Source: an optimization exercise on an open RTL-to-GDS flow (aim: small area and a short achievable clock period). Production flows keep margins and buffers that such runs may drop.
Only the layout flow was run in this run; the RTL was not checked for function there.
No activity file was given, so power comes from the tool's default toggle rates.

<file path="flow/design.v">
module snake_engine (
  input  logic         clk,
  input  logic         rst,
  input  logic         start,
  input  logic         step,
  input  logic [1:0]   snake_dir,
  input  logic [6:0]   seed,
  output logic [299:0] field,
  output logic [6:0]   apple_pos,
  output logic         busy,
  output logic         game_over,
  output logic         won,
  output logic [7:0]   score
);
  logic        r_run, r_place, r_dead, r_win;
  logic [99:0] c0, c1, c2;                  
  logic [9:0]  hx1, hy1;                    
  logic [3:0]  tx, ty;                      
  logic [1:0]  r_dir;
  logic [3:0]  ax, ay;                      
  logic [15:0] r_lfsr;
  logic [6:0]  r_mod;                       
  logic [6:0]  r_score;                     
  function automatic logic [9:0] dec10(input logic [3:0] v);
    logic [9:0] o;
    for (int k = 0; k < 10; k++) o[k] = (v == 4'(k));
    dec10 = o;
  endfunction
  function automatic logic [3:0] enc10(input logic [9:0] v);
    logic [3:0] o;
    o = 4'd0;
    for (int k = 0; k < 10; k++) if (v[k]) o = o | 4'(k);
    enc10 = o;
  endfunction
  logic [9:0] tx1, ty1, ax1, ay1;
  assign tx1 = dec10(tx);
  assign ty1 = dec10(ty);
  assign ax1 = dec10(ax);
  assign ay1 = dec10(ay);
  logic [99:0] occ;
  logic [1:0] tcode;
  always_comb begin
    tcode = 2'd0;
    for (int i = 0; i < 100; i++)
      if (tx1[i % 10] && ty1[i / 10]) tcode = tcode | {c1[i], c0[i]};
  end
  logic [9:0] rowo, colo;
  always_comb begin
    rowo = 10'd0;
    colo = 10'd0;
    for (int i = 0; i < 100; i++) begin
      if (hy1[i / 10]) rowo[i % 10] = rowo[i % 10] | occ[i];
      if (hx1[i % 10]) colo[i / 10] = colo[i / 10] | occ[i];
    end
  end
  logic [9:0] hxp, hxm, hyp, hym;
  assign hxp = {hx1[8:0], 1'b0};
  assign hxm = {1'b0, hx1[9:1]};
  assign hyp = {hy1[8:0], 1'b0};
  assign hym = {1'b0, hy1[9:1]};
  logic       ty_eq, tx_eq, ay_eq, ax_eq;
  logic [3:0] nocc, eat_d, tail_d, oob, dead_d;
  assign ty_eq  = |(ty1 & hy1);
  assign tx_eq  = |(tx1 & hx1);
  assign ay_eq  = |(ay1 & hy1);
  assign ax_eq  = |(ax1 & hx1);
  assign nocc   = {|(rowo & hxm), |(colo & hyp), |(rowo & hxp), |(colo & hym)};
  assign eat_d  = {ay_eq & |(ax1 & hxm), ax_eq & |(ay1 & hyp),
                   ay_eq & |(ax1 & hxp), ax_eq & |(ay1 & hym)};
  assign tail_d = {ty_eq & |(tx1 & hxm), tx_eq & |(ty1 & hyp),
                   ty_eq & |(tx1 & hxp), tx_eq & |(ty1 & hym)};
  assign oob    = {hx1[0], hy1[9], hx1[9], hy1[0]};
  assign dead_d = oob | (nocc & ~eat_d & ~tail_d);
  logic [3:0] rev, mv_dead, mv_eat, cm, cm_norm, cm_grow;
  logic [1:0] eff [4];
  logic [2:0] code_d [4];
  logic [9:0] ux_d [4], uy_d [4], nx_d [4], ny_d [4];
  always_comb begin
    for (int d = 0; d < 4; d++) begin
      rev[d]     = (r_dir == 2'(d ^ 2));
      eff[d]     = rev[d] ? r_dir : 2'(d);
      mv_dead[d] = dead_d[eff[d]];
      mv_eat[d]  = eat_d[eff[d]];
      cm[d]      = r_run & ~mv_dead[d];
      cm_norm[d] = cm[d] & ~mv_eat[d];
      cm_grow[d] = cm[d] & mv_eat[d];
      code_d[d]  = {1'b0, eff[d]} + 3'd1;
      nx_d[d]    = (eff[d] == 2'd1) ? hxp : (eff[d] == 2'd3) ? hxm : hx1;
      ny_d[d]    = (eff[d] == 2'd2) ? hyp : (eff[d] == 2'd0) ? hym : hy1;
      ux_d[d]    = (hx1 | nx_d[d]) & {10{cm[d]}};
      uy_d[d]    = hy1 | ny_d[d];
    end
  end
  logic       go;
  logic       w_commit, w_norm, w_grow, w_dead;
  logic [1:0] w_dir;
  logic [2:0] w_code;
  logic [9:0] ux, uy, nx1, ny1;
  assign go       = step & ~start;
  assign w_commit = go & cm[snake_dir];
  assign w_norm   = go & cm_norm[snake_dir];
  assign w_grow   = go & cm_grow[snake_dir];
  assign w_dead   = go & r_run & mv_dead[snake_dir];
  assign w_dir    = eff[snake_dir];
  assign w_code   = code_d[snake_dir];
  assign ux       = ux_d[snake_dir] & {10{go}};
  assign uy       = uy_d[snake_dir];
  assign nx1      = nx_d[snake_dir];
  assign ny1      = ny_d[snake_dir];
  logic       p_free, p_full, p_last, p_on;
  assign p_free = ~|(rowo & hx1);
  assign p_full = (r_score == 7'd96);
  assign p_last = hx1[9] & hy1[9];
  assign p_on   = r_place & ~start;
  logic [9:0] ux_n, uy_n, kx_n, ky_n, px_n, py_n;
  assign ux_n = ~ux;
  assign uy_n = ~uy;
  assign kx_n = ~(tx1 | {10{start}});                
  assign ky_n = ~((ty1 & {10{w_norm}}) | {10{start}});
  assign px_n = ~hx1;
  assign py_n = ~(hy1 & {10{p_on}});
  function automatic logic [2:0] init_cell(input int i);
    logic [2:0] c;
    if ((i / 10) == 1 && (i % 10) >= 1 && (i % 10) <= 4) c = 3'd2;
    else if (i == 55)                                     c = 3'd5;
    else                                                  c = 3'd0;
    init_cell = c;
  endfunction
  logic [99:0] n0, n1, n2;
  for (genvar i = 0; i < 100; i++) begin : g_cell
    localparam int X = i % 10;
    localparam int Y = i / 10;
    snake_cell #(.INIT(init_cell(i))) u_cell (
      .ux_n(ux_n[X]), .uy_n(uy_n[Y]), .kx_n(kx_n[X]), .ky_n(ky_n[Y]), .px_n(px_n[X]), .py_n(py_n[Y]),
      .start(start), .code(w_code),
      .c({c2[i], c1[i], c0[i]}), .nxt({n2[i], n1[i], n0[i]}), .occ(occ[i]));
    always_ff @(posedge clk or posedge rst) begin
      if (rst) begin
        c0[i] <= 1'b0;
        c1[i] <= 1'b0;
        c2[i] <= 1'b0;
      end else begin
        c0[i] <= n0[i];
        c1[i] <= n1[i];
        c2[i] <= n2[i];
      end
    end
    assign field[i*3 +: 3] = {c2[i], c1[i], c0[i]};
  end
  logic       fb;
  logic [8:0] mv, mv1;
  logic [6:0] mod_nxt, seed1;
  assign fb      = r_lfsr[15] ^ r_lfsr[13] ^ r_lfsr[12] ^ r_lfsr[10];
  assign mv      = {1'b0, r_mod, fb} + (r_lfsr[15] ? 9'd64 : 9'd0);
  assign mv1     = (mv >= 9'd200) ? mv - 9'd200 : mv;
  assign mod_nxt = (mv1 >= 9'd100) ? 7'(mv1 - 9'd100) : 7'(mv1);
  assign seed1   = (seed == 7'd0) ? 7'd1 : seed;
  logic [3:0] ntx, nty;
  always_comb begin
    ntx = tx;
    nty = ty;
    case (tcode)
      2'd1:    nty = ty - 4'd1;
      2'd2:    ntx = tx + 4'd1;
      2'd3:    nty = ty + 4'd1;
      default: ntx = tx - 4'd1;
    endcase
  end
  always_ff @(posedge clk or posedge rst) begin
    if (rst) begin
      r_run   <= 1'b0;
      r_place <= 1'b0;
      r_dead  <= 1'b0;
      r_win   <= 1'b0;
      r_lfsr  <= 16'd1;
      r_mod   <= 7'd1;
      ax      <= 4'd0;
      ay      <= 4'd0;
      r_score <= 7'd0;
    end else if (start) begin
      r_run   <= 1'b1;
      r_place <= 1'b0;
      r_dead  <= 1'b0;
      r_win   <= 1'b0;
      r_lfsr  <= {9'd0, seed1};
      r_mod   <= seed1;
      ax      <= 4'd5;
      ay      <= 4'd5;
      r_score <= 7'd0;
    end else begin
      r_lfsr <= {r_lfsr[14:0], fb};
      r_mod  <= mod_nxt;
      if (w_dead) begin
        r_run  <= 1'b0;
        r_dead <= 1'b1;
      end else if (w_grow) begin
        r_run   <= 1'b0;
        r_place <= 1'b1;
        r_score <= r_score + 7'd1;
      end
      if (r_place) begin
        if (p_free) begin
          r_place <= 1'b0;
          r_run   <= 1'b1;
          ax      <= enc10(hx1);
          ay      <= enc10(hy1);
        end else if (p_full && p_last) begin
          r_place <= 1'b0;
          r_win   <= 1'b1;
        end
      end
    end
  end
  always_ff @(posedge clk) begin
    if (start) begin
      hx1   <= 10'b0000010000;
      hy1   <= 10'b0000000010;
      tx    <= 4'd1;
      ty    <= 4'd1;
      r_dir <= 2'd1;
    end else begin
      if (w_commit) r_dir <= w_dir;
      if (w_norm) begin
        hx1 <= nx1;
        hy1 <= ny1;
        tx  <= ntx;
        ty  <= nty;
      end else if (w_grow) begin
        if (r_score == 7'd95) begin
          hx1 <= 10'b0000000001;
          hy1 <= 10'b0000000001;
        end else begin
          hx1 <= dec10(4'(r_mod % 7'd10));
          hy1 <= dec10(4'(r_mod / 7'd10));
        end
      end else if (r_place) begin
        if (p_free) begin
          hx1 <= ax1;
          hy1 <= ay1;
        end else if (hx1[9]) begin
          hx1 <= 10'b0000000001;
          hy1 <= {hy1[8:0], hy1[9]};
        end else begin
          hx1 <= hxp;
        end
      end
    end
  end
  assign apple_pos = 7'(ay * 7'd10) + 7'(ax);
  assign busy      = r_place;
  assign game_over = r_dead;
  assign won       = r_win;
  assign score     = {1'b0, r_score};
endmodule
module snake_cell #(
  parameter logic [2:0] INIT = 3'd0
) (
  input  logic       ux_n, uy_n,      
  input  logic       kx_n, ky_n,      
  input  logic       px_n, py_n,      
  input  logic       start,
  input  logic [2:0] code,
  input  logic [2:0] c,
  output logic [2:0] nxt,
  output logic       occ
);
  logic set_a, clr, set_p, keep;
  assign occ    = |c;
  assign set_a  = ~(ux_n | uy_n);
  assign clr    = ~(kx_n | ky_n);
  assign set_p  = ~(px_n | py_n | occ);
  assign keep   = ~(set_a | clr | set_p);
  assign nxt[0] = (c[0] & keep) | (set_a & code[0]) | set_p | (start & INIT[0]);
  assign nxt[1] = (c[1] & keep) | (set_a & code[1])         | (start & INIT[1]);
  assign nxt[2] = (c[2] & keep) | (set_a & code[2]) | set_p | (start & INIT[2]);
endmodule
</file>
<file path="flow/run.sh">
#!/bin/bash
# synth_recipe.tcl (not shown) runs the flow's synth.tcl, then flattens the netlist and writes it again
# the make line also repeats each setting of config.mk as NAME=value (left out here)
make -C /OpenROAD-flow-scripts/flow DESIGN_CONFIG=/design/flow/config.mk WORK_HOME=/design/flow/orfs CLKGATE_MAP_FILE= SYNTH_SCRIPT=/design/flow/synth_recipe.tcl finish
</file>
<file path="flow/config.mk">
export PLATFORM = sky130hd
export DESIGN_NAME = snake_engine
export DESIGN_NICKNAME = snake_engine
export VERILOG_FILES = /design/flow/design.v
export SDC_FILE = /design/flow/constraint.sdc
export NUM_CORES = 4
export LEC_CHECK = 0
export CAP_MARGIN = 30
export CELL_PAD_IN_SITES_DETAIL_PLACEMENT = 1
export CELL_PAD_IN_SITES_GLOBAL_PLACEMENT = 2
export CORE_MARGIN = 2
export CORE_UTILIZATION = 25
export CTS_BUF_LIST = sky130_fd_sc_hd__clkbuf_4 sky130_fd_sc_hd__clkbuf_8
export GPL_ROUTABILITY_DRIVEN = 1
export PLACE_DENSITY = 0.45
export SETUP_SLACK_MARGIN = 5
export SLEW_MARGIN = 30
</file>
<file path="flow/constraint.sdc">
create_clock -name core_clock -period 10.5 [get_ports {clk}]
set_input_delay 2.1000 -clock core_clock [delete_from_list [all_inputs] [get_ports {clk}]]
set_output_delay 2.1000 -clock core_clock [all_outputs]
set_load 0.01 [all_outputs]
</file>
==> results.py <==
metrics = {
    "global_route": {
        "grt_overflow_total": 0,
        "antenna_found_initial": 27,
        "grt_max_degree": 137,
        "grt_pass1_wl_um": 280000,
        "gr-usage-all-layers_pct": 39.4,
        "grt_pass1_vias": 30941,
    },
    "worst_setup_path": {
        "cp_slowest_cell": "o31ai_2",
        "path_buf_inv": 1,
        "cp_common_cell": "o2111ai_1",
        "cpLargestDelayFamily": "compound AO/OA/AOI/OAI gates",
        "required_ps": 11160,
        "crit_path_start_kind": "flip-flop",
        "cp_cell_sequence": "o31ai_2, o2111ai_1, o31ai_1, o2111ai_1, nor4_1, a211o_1, o211ai_1, a311oi_4, buf_12, nand2_2, o221a_1, a221o_1",
        "cp.arrival_ps": 6100,
        "critPathKind": "flip-flop to flip-flop",
        "worst_setup_path_end_kind": "flip-flop",
        "slowest_delay_ps": 880,
        "crit_fanout": 45,
    },
    "pwr": {
        "seq_power_share_pct": 28.3,
        "p_sw_share_pct": 47.3,
        "internal-power_mw": 3.12,
        "totalPowerFinal_mw": 5.92,
        "max-vdd-ir-drop_mv": 0.104,
        "pwr-share-comb_pct": 41.1,
        "p_switching_mw": 2.80,
        "leakagePower_nw": 12.7,
        "power_frac_clock_pct": 30.6,
        "power_density_nw_per_um2": 183,
    },
    "finish": {
        "final_nets": 3284,
        "design_area_um2": 32400,
        "drive_gt1_share_pct": 13.4,
        "fillers": 11533,
        "syn_to_final_growth_pct": 28.3,
    },
    "timing": {
        "setup_viol_count_final": 0,
        "relSlewSlack_pct": 26.4,
        "fin_crit_sh_pct": 51.9,
        "timing.final.crit_period_ps": 5450,
        "fin_tns_setup_ps": 0,
        "skew_ps": 41.0,
        "rsz0062_at_grt": "false",
        "hold_violations": 0,
        "fmax_mhz": 184,
        "worstMarginPinSlew_ps": 1100,
        "maxSlewViolCount": 0,
    },
    "synth": {
        "yosysUniqueCellTypes": 88,
        "yosysSeqAreaShare_pct": 36.0,
        "yosys_warnings": 7,
        "synth_ff_type": "dfrtp_1",
        "synth-async-reset-ratio_pct": 91.9,
        "synth.avg_cell_area_um2": 8.47,
        "syn_inst": 2984,
        "synth-edff-count": 0,
        "synth.net_count": 3024,
        "synth-seq-cells": 370,
        "synth.cell_area_um2": 25300,
    },
    "flow_run": {
        "maxCapViolCount": 0,
    },
    "place": {
        "gp_congestion": 1.01,
        "dp_hpwl_um": 149000,
        "portBuffers": 329,
        "placed_area_um2": 30400,
    },
    "route": {
        "firstDrtPassIters": 6,
        "viasPerCell": 6.77,
        "avgRoutedWirePerCell_um": 45.1,
        "postRouteAntennaNets": 0,
        "drt_wl_total_um": 208000,
        "via_count": 31248,
        "drt_iter0_markers": 3699,
        "route.detailed.drc": 0,
    },
    "outcome": {
        "status": "finished clean",
    },
    "die": {
        "start_util_pct": 25.2,
        "die_w_um": 322,
        "die_h_um": 322,
        "rows": 116,
        "coreArea_um2": 100000,
        "dieArea_um2": 104000,
        "io_pins": 331,
    },
    "clock_tree": {
        "hold_buffers": 0,
        "numCtsBuffers": 81,
        "htreeDepth": 3,
        "cts_tree": "yes",
        "cts-root-buf": "clkbuf_8",
        "clock_latency_ps": 780,
        "path_clk_slew_ps": 60,
        "numClockSinks": 370,
        "clockBufferDepth": 3,
    },
    "hold_path": {
        "hold_path_class": "flip-flop to flip-flop",
    },
}
[state kept, by name, summed over array words and instances, names as in the netlist, 2 cells and up]
signal and count:
c0 100, c1 100, c2 100, r_lfsr 14, hx1 10, hy1 10
r_mod 7, r_score 7, ax 4, ay 4, tx 4, ty 4
r_dir 2
[layout by cell type, fill, tap and decap left out, drive strengths merged, types with 25 or more instances in the layout]
cell and n:
mux2i 39, nand2 247, nor4 36, o22ai 57, a31oi 55, o31ai 161, nor2b 28, clkbuf 135
nor3 138, inv 92, buf 127, clkdlybuf4s50 327, ha 25, a22oi 93, a31o 43, dfrtp 339
o211ai 168, o2111ai 56, o21ai 112, nand3 120, a21oi 106, and3 50, a21o 25, dfxtp 30
o221ai 67, or3 25, a22o 29, nor2 162, and2 29
[power by group through the flow]
stage               sequential [mW]  combinational (mW)  clock [mW]
detailed placement             1.69                2.31           0
finish                         1.67                2.44        1.81
CTS                            1.67                2.33        1.84
global route                   1.68                2.51        1.89
global placement               1.69                2.29           0
floorplan                      1.58                1.30           0
[kinds of logic after synthesis]
| logic type | share of synthesized area [%] |
|---|---|
| AO/OA/AOI/OAI | 35.8 |
| AND/OR/NAND/NOR | 17.8 |
| buffers and inverters | 5.73 |
| flip-flops | 36.0 |
| multiplexers | 2.17 |
| XOR/XNOR | 1.07 |
| adder cells (fa/ha/maj) | 1.40 |
| other | 0.0148 |
[timing repair]
item                       in CTS  in global routing
setup endpoints to repair     247                236
gates resized for setup        14                 24
pin swaps                       1                  1
hold endpoints to repair        0                  0
setup buffers                   2                  2
[cells in the mapped netlist (21+ instances only)]
cell	number	share of area [%]
nand2_1	246	3.7
a221o_1	24	0.95
a221oi_1	24	0.83
a21o_1	25	0.74
dfrtp_1	339	34
nand3_1	120	2.4
o2111ai_1	56	1.9
o31ai_1	161	4.8
a311o_1	24	0.95
a22oi_1	93	2.8
o211ai_1	168	5.0
and2_1	27	0.67
a31oi_1	55	1.4
ha_1	25	1.2
a21oi_1	106	2.1
a211oi_1	23	0.68
buf_1	23	0.34
dfxtp_1	30	2.4
nor4_1	36	0.89
inv_1	93	1.4
a31o_2	42	1.5
or3_1	25	0.62
clkbuf_1	237	3.5
o221ai_1	67	2.3
nor3_1	136	2.7
and3_1	50	1.2
o22ai_1	57	1.4
xnor2_1	21	0.73
nor2_1	162	2.4
a22o_1	29	1.0
mux2i_1	39	1.5
nor2b_1	28	0.69
o21ai_0	111	2.2
[final cells by class]
cell class              count  area (µm²)  share of cell area (%)
multi-input cells        2237       15200                    47.0
flip-flops and latches    370        9120                    28.1
repair buffers            455        4280                    13.2
clock buffers             134        1680                    5.19
well taps                1298        1620                    5.01
inverters                  99         378                    1.17
clock inverters            11        77.6                   0.239
diodes                     15        37.5                   0.116
[stage by stage]
step	hold WS, ps	std cells	setup slack, ps	utilization [%]
4_1_cts	474	4600	5000	32.1
3_3_place_gp	441	4452	4130	30.2
5_1_grt	494	4606	5000	32.3
6_report	468	4619	5050	32.4
2_1_floorplan	439	2984	3850	-
3_5_place_dp	458	4453	4020	30.3
[metal layers]
layer / wire (µm) / vias to the layer above / GRT usage [%]
li1: - / 12342 / -
met1: 82400 / 16309 / 48.5
met2: 91600 / 2022 / 59.8
met3: 18400 / 565 / 10.9
met4: 16000 / 10 / 27.0
met5: 61 / - / 0
[path summary, 6_finish.rpt]
kind,start,to,slack [ps],cells past startpoint
max,c1[11],c0[52],5050,12
min,r_lfsr[6],r_lfsr[7],470,1
max reg2reg,c1[11],c0[52],5050,12
min reg2reg,r_lfsr[6],r_lfsr[7],470,1
max in group asynchronous,rst,c1[41],6560,4
min in group asynchronous,rst,r_lfsr[13],1810,2

-- separate check: timing with driven ports --
How much do the figures lean on ideal ports? The routed layout below was timed once more, with nothing changed but the port constraints.
Step 1 assumes that a clkbuf_16 drives the clock port and a buf_2 every other input.
Step 2 adds t to the input delays and takes it off the output delays; t is the mean of the earliest and latest rising clock arrival at the registers after step 1. Input paths then give back, and output paths get back, about the clock's delay inside the block.
Three values: ideal, step 1, step 2; two values: the first two.
t (ns): 0.822
setup WS [ns]: 5.053 / 5.053 / 4.298
hold WS [ns]: 0.468 / 0.468 / 0.468
worst setup path after step 2: input to register
After both steps setup and hold are still met in this run. The setup slack of this run moves by 0.000 ns with the drivers and by -0.755 ns with both steps.
